Background: an optimization exercise with open tools, aiming at small area, a short achievable clock period and few clock cycles per item. Do not read the settings as production practice. Only simulation tests tie the RTL to the original design; equivalence was not proved. No driver is modelled on the clock port, so clock power and skew are understated where the tree is cut down; a real chip needs a root buffer or a tree. Power and IR drop assume default switching activity.

==> module match_select, before the edit <==
module match_select (
    input  logic [lzss_pkg::NUM_SLOTS-1:0][lzss_pkg::WINDOW_SIZE-1:0] slots,
    output lzss_pkg::match_part_t    part
);
    localparam int W  = lzss_pkg::WINDOW_SIZE;
    localparam int NS = lzss_pkg::NUM_SLOTS;
    localparam int NL = lzss_pkg::NUM_LENGTHS;
    localparam int PL = lzss_pkg::PART_LEVEL;
    logic [W-1:0]          run [lzss_pkg::MAX_MATCH];
    logic [NL-1:0][W-1:0]  by_off;
    always_comb begin
        run[0] = slots[NS-1];
        for (int k = 1; k < lzss_pkg::MAX_MATCH; k++) begin
            run[k] = run[k-1] & slots[NS-1-k];
        end
    end
    always_comb begin
        for (int l = 0; l < NL; l++) begin
            by_off[l] = '0;
            for (int d = 0; d + l + 1 < W; d++) begin
                by_off[l][d] = run[l + 1][d + l + 1];
            end
        end
    end
    genvar g;
    generate
        for (g = 0; g < NL; g++) begin : g_pe
            lowest_set #(.LO(0), .HI(PL)) u_low (
                .any_i (by_off[g]),
                .idx_i ('0),
                .any_o (part.any[g]),
                .idx_o (part.idx[g])
            );
            assign part.hit[g] = |by_off[g];
        end
    endgenerate
endmodule
==> module match_finish, before the edit <==
module match_finish (
    input  lzss_pkg::match_part_t    part,
    input  logic [7:0]               lit_byte,
    output lzss_pkg::codeword_t      cand,
    output logic [2:0]               cand_len
);
    localparam int NL = lzss_pkg::NUM_LENGTHS;
    localparam int PL = lzss_pkg::PART_LEVEL;
    logic [NL-1:0]        hit;
    logic [NL-1:0]        top_any;
    logic [NL-1:0][7:0]   off;
    assign hit = part.hit;
    genvar g;
    generate
        for (g = 0; g < NL; g++) begin : g_top
            lowest_set #(.LO(PL), .HI(8)) u_top (
                .any_i (part.any[g]),
                .idx_i (part.idx[g]),
                .any_o (top_any[g]),
                .idx_o (off[g])
            );
        end
    endgenerate
    always_comb begin
        cand.is_match = hit[0];
        cand.field    = hit[3] ? off[3] :
                        hit[2] ? off[2] :
                        hit[1] ? off[1] :
                        hit[0] ? off[0] : lit_byte;
        cand.len_code = hit[3] ? 2'd3 :
                        hit[2] ? 2'd2 :
                        hit[1] ? 2'd1 : 2'd0;
        cand_len      = hit[3] ? 3'd5 :
                        hit[2] ? 3'd4 :
                        hit[1] ? 3'd3 :
                        hit[0] ? 3'd2 : 3'd1;
    end
endmodule
==> module encode_control, before the edit <==
module encode_control (
    input  logic                                clk,
    input  logic                                reset,
    input  logic                                head_valid,
    input  logic                                head_last,
    output logic                                adv,
    output logic                                last_byte,
    input  lzss_pkg::match_part_t               part,
    input  logic [7:0]                          lit_byte,
    output logic                                out_valid,
    input  logic                                out_ready,
    output lzss_pkg::codeword_t                 out_codeword,
    output logic [lzss_pkg::COUNT_WIDTH-1:0]    enc_num,
    output logic                                finish
);
    localparam int NS = lzss_pkg::NUM_SLOTS;
    logic           seen_last;
    logic [2:0]     pad_cnt;
    logic           flushing;
    logic [NS-1:0]  slot_real;
    logic signed [3:0] uncov;
    logic signed [3:0] uncov_in;
    logic signed [3:0] uncov_next;
    logic              done_next;
    logic                   r_valid;
    lzss_pkg::match_part_t  r_part;
    logic [7:0]             r_lit;
    lzss_pkg::codeword_t    r_cw;
    logic [2:0]             r_len;
    logic [2:0]             skip;
    logic [2:0]             skip_next;
    logic                   skip_nz;
    logic                   push;
    logic                   room;
    logic [1:0]           ocount;
    logic [1:0]           ocount_next;
    lzss_pkg::codeword_t  o1;
    lzss_pkg::codeword_t  o2;
    logic                 pop;
    match_finish u_finish (
        .part     (r_part),
        .lit_byte (r_lit),
        .cand     (r_cw),
        .cand_len (r_len)
    );
    assign last_byte = head_valid && head_last;
    assign push = r_valid && !skip_nz;
    assign room = (ocount == 2'd0) || (ocount == 2'd1) || (ocount == 2'd2 && !push);
    assign adv  = (head_valid || flushing) && room;
    assign pop         = out_valid && out_ready;
    assign ocount_next = ocount + 2'(push) - 2'(pop);
    always_comb begin
        skip_next = skip;
        if (r_valid) begin
            if (skip_nz) begin
                skip_next = skip - 1'b1;
            end else begin
                skip_next = r_part.hit[3] ? 3'd4 :
                            r_part.hit[2] ? 3'd3 :
                            r_part.hit[1] ? 3'd2 :
                            r_part.hit[0] ? 3'd1 : 3'd0;
            end
        end
    end
    always_comb begin
        uncov_in   = uncov + 4'(adv && head_valid);
        uncov_next = uncov_in;
        done_next  = (uncov_in <= 4'sd0);
        if (push) begin
            uncov_next = uncov_in - 4'(r_len);
            done_next  = (uncov_in <= 4'sd1) ||
                         (uncov_in == 4'sd2 && r_part.hit[0]) ||
                         (uncov_in == 4'sd3 && r_part.hit[1]) ||
                         (uncov_in == 4'sd4 && r_part.hit[2]) ||
                         (uncov_in == 4'sd5 && r_part.hit[3]);
        end
    end
    always_ff @(posedge clk or posedge reset) begin
        if (reset) begin
            seen_last <= 1'b0;
            flushing  <= 1'b0;
            pad_cnt   <= '0;
            slot_real <= '0;
            uncov     <= '0;
            r_valid   <= 1'b0;
            skip      <= '0;
            skip_nz   <= 1'b0;
            ocount    <= '0;
            out_valid <= 1'b0;
            enc_num   <= '0;
            finish    <= 1'b0;
        end else begin
            r_valid <= adv && slot_real[NS-1];
            if (adv) begin
                slot_real <= {slot_real[NS-2:0], head_valid};
                if (head_valid && head_last) begin
                    seen_last <= 1'b1;
                    flushing  <= 1'b1;
                end
                if (flushing) begin
                    pad_cnt <= pad_cnt + 1'b1;
                    if (pad_cnt == 3'(NS - 1)) begin
                        flushing <= 1'b0;
                    end
                end
            end
            uncov     <= uncov_next;
            skip      <= skip_next;
            skip_nz   <= (skip_next != 3'd0);
            ocount    <= ocount_next;
            out_valid <= (ocount_next != 2'd0);
            if (pop) begin
                enc_num <= enc_num + 1'b1;
            end
            if (seen_last && done_next && ocount_next == 2'd0) begin
                finish <= 1'b1;
            end
        end
    end
    always_ff @(posedge clk) begin
        r_part <= part;
        r_lit  <= lit_byte;
        if (pop || ocount == 2'd0) begin
            out_codeword <= (ocount == 2'd0 || (ocount == 2'd1 && push)) ? r_cw : o1;
        end
        if ((pop && ocount == 2'd2 && push) || (!pop && ocount == 2'd1 && push)) begin
            o1 <= r_cw;
        end else if (pop && ocount == 2'd3) begin
            o1 <= o2;
        end
        if ((pop && ocount == 2'd3 && push) || (!pop && ocount == 2'd2 && push)) begin
            o2 <= r_cw;
        end
    end
endmodule
export LEC_CHECK = 0
export CAP_MARGIN = 40
export CORE_MARGIN = 2
export CORE_UTILIZATION = 40
export SETUP_SLACK_MARGIN = 4.3
export SLEW_MARGIN = 20
create_clock -name core_clock -period 7.0 [get_ports {clk}]
standard.sh (not shown) runs the stock make flow with config.mk's settings and CLKGATE_MAP_FILE= SYNTH_SCRIPT=/design/flow/synth_recipe.tcl, a recipe that flattens the netlist after the stock synthesis.
==> flow/flow/run.sh <==
#!/bin/bash
# The standard layout, except in the cts step: flow/mycts.tcl, sourced there
# through ORFS's PRE_CTS_TCL hook, stands in for the clock_tree_synthesis
# command. It builds a three-level clock tree of clkbuf_16 over recursive
# bisection clusters of the flip-flops, and rebuilds the buffer tree of the
# history's advance enable the same way (flow/myfanout.tcl). The rest of the
# cts step (legalisation, timing repair) and all other steps are unchanged.
set -o pipefail
export PRE_CTS_TCL="$PWD/flow/mycts.tcl"
export MYCTS_LEAF=20
export MYCTS_MID=4
bash standard.sh finish > standard.log 2>&1
Other scripts of this flow, unchanged in this note and not shown: flow/flow/mycts.tcl, flow/flow/myfanout.tcl
Testbench counts at the start, summed over its fixed seeds: cycles 8,778, bytes 8,594.
Rerun with:
--- a/flow/design.v
+++ b/flow/design.v
@@ -5,13 +5,12 @@
     localparam int NUM_LENGTHS = MAX_MATCH - MIN_MATCH + 1;
     localparam int COUNT_WIDTH = 12;
     localparam int NUM_SLOTS = MAX_MATCH;
     localparam int PART_LEVEL  = 5;
     localparam int PART_BLOCKS = WINDOW_SIZE >> PART_LEVEL;
     typedef struct packed {
-        logic [NUM_LENGTHS-1:0]                                  hit;
         logic [NUM_LENGTHS-1:0][PART_BLOCKS-1:0]                 any;
         logic [NUM_LENGTHS-1:0][PART_BLOCKS-1:0][PART_LEVEL-1:0] idx;
     } match_part_t;
     typedef struct packed {
         logic       is_match;
         logic [7:0] field;
@@ -162,13 +161,12 @@
             lowest_set #(.LO(0), .HI(PL)) u_low (
                 .any_i (by_off[g]),
                 .idx_i ('0),
                 .any_o (part.any[g]),
                 .idx_o (part.idx[g])
             );
-            assign part.hit[g] = |by_off[g];
         end
     endgenerate
 endmodule
 module lowest_set #(
     parameter int LO = 0,
     parameter int HI = 8
@@ -215,13 +213,17 @@
 );
     localparam int NL = lzss_pkg::NUM_LENGTHS;
     localparam int PL = lzss_pkg::PART_LEVEL;
     logic [NL-1:0]        hit;
     logic [NL-1:0]        top_any;
     logic [NL-1:0][7:0]   off;
-    assign hit = part.hit;
+    always_comb begin
+        for (int l = 0; l < NL; l++) begin
+            hit[l] = |part.any[l];
+        end
+    end
     genvar g;
     generate
         for (g = 0; g < NL; g++) begin : g_top
             lowest_set #(.LO(PL), .HI(8)) u_top (
                 .any_i (part.any[g]),
                 .idx_i (part.idx[g]),
@@ -277,53 +279,59 @@
     logic [2:0]             r_len;
     logic [2:0]             skip;
     logic [2:0]             skip_next;
     logic                   skip_nz;
     logic                   push;
     logic                   room;
+    logic [3:0]             r_hit;
     logic [1:0]           ocount;
     logic [1:0]           ocount_next;
     lzss_pkg::codeword_t  o1;
     lzss_pkg::codeword_t  o2;
     logic                 pop;
     match_finish u_finish (
         .part     (r_part),
         .lit_byte (r_lit),
         .cand     (r_cw),
         .cand_len (r_len)
     );
     assign last_byte = head_valid && head_last;
+    always_comb begin
+        for (int l = 0; l < 4; l++) begin
+            r_hit[l] = |r_part.any[l];
+        end
+    end
     assign push = r_valid && !skip_nz;
     assign room = (ocount == 2'd0) || (ocount == 2'd1) || (ocount == 2'd2 && !push);
     assign adv  = (head_valid || flushing) && room;
     assign pop         = out_valid && out_ready;
     assign ocount_next = ocount + 2'(push) - 2'(pop);
     always_comb begin
         skip_next = skip;
         if (r_valid) begin
             if (skip_nz) begin
                 skip_next = skip - 1'b1;
             end else begin
-                skip_next = r_part.hit[3] ? 3'd4 :
-                            r_part.hit[2] ? 3'd3 :
-                            r_part.hit[1] ? 3'd2 :
-                            r_part.hit[0] ? 3'd1 : 3'd0;
+                skip_next = r_hit[3] ? 3'd4 :
+                            r_hit[2] ? 3'd3 :
+                            r_hit[1] ? 3'd2 :
+                            r_hit[0] ? 3'd1 : 3'd0;
             end
         end
     end
     always_comb begin
         uncov_in   = uncov + 4'(adv && head_valid);
         uncov_next = uncov_in;
         done_next  = (uncov_in <= 4'sd0);
         if (push) begin
             uncov_next = uncov_in - 4'(r_len);
             done_next  = (uncov_in <= 4'sd1) ||
-                         (uncov_in == 4'sd2 && r_part.hit[0]) ||
-                         (uncov_in == 4'sd3 && r_part.hit[1]) ||
-                         (uncov_in == 4'sd4 && r_part.hit[2]) ||
-                         (uncov_in == 4'sd5 && r_part.hit[3]);
+                         (uncov_in == 4'sd2 && r_hit[0]) ||
+                         (uncov_in == 4'sd3 && r_hit[1]) ||
+                         (uncov_in == 4'sd4 && r_hit[2]) ||
+                         (uncov_in == 4'sd5 && r_hit[3]);
         end
     end
     always_ff @(posedge clk or posedge reset) begin
         if (reset) begin
             seen_last <= 1'b0;
             flushing  <= 1'b0;
After rerunning:
- synthesized area climbs slightly
- global-route usage drops by 0.29 points
- clock skew is about the same
- wire length falls slightly
- design area shrinks slightly
- sequential power hardly moves
- via count goes down slightly
- core utilization is lower by 0.67 points
- hold slack gains 0.0038 ns
- cell count shrinks slightly
- power decreases by a few percent
- maximum frequency grows by a little under a tenth
- worst setup slack improves by 0.20 ns
Testbench counts after the change, summed over its fixed seeds: cycles 8,778, bytes 8,594.
No run of this note takes its clock network from TritonCTS; it comes from the design's own scripts or RTL.

==> what the ideal ports hide <==
No port has a modelled driver above. Below, the same layouts with a new extraction and two added sets of constraints.
Step 1 assumes that a clkbuf_16 drives the clock port and a buf_2 every other input.
Step 2 moves the port delays by t, midway between the first and last clock arrival at a register: inputs arrive t later, outputs are due t later. That takes back most of the time a late clock gives input paths.
a / b / c = ideal / step 1 / step 2; a / b = the first two.
| run | t, ns | setup slack, ns | worst slew at a driven data input, ns | pins driven straight from the clock port |
|---|---|---|---|---|
| the first run | 0.861 | 3.992 / 3.992 / 3.681 | 0.05 | 4 |
| the second run | 0.859 | 4.191 / 3.975 / 3.636 | 0.04 | 4 |
After both steps setup and hold are still met in every run listed. The setup slack of the second run, which loses most, moves by -0.216 ns with the drivers and by -0.555 ns with both steps.
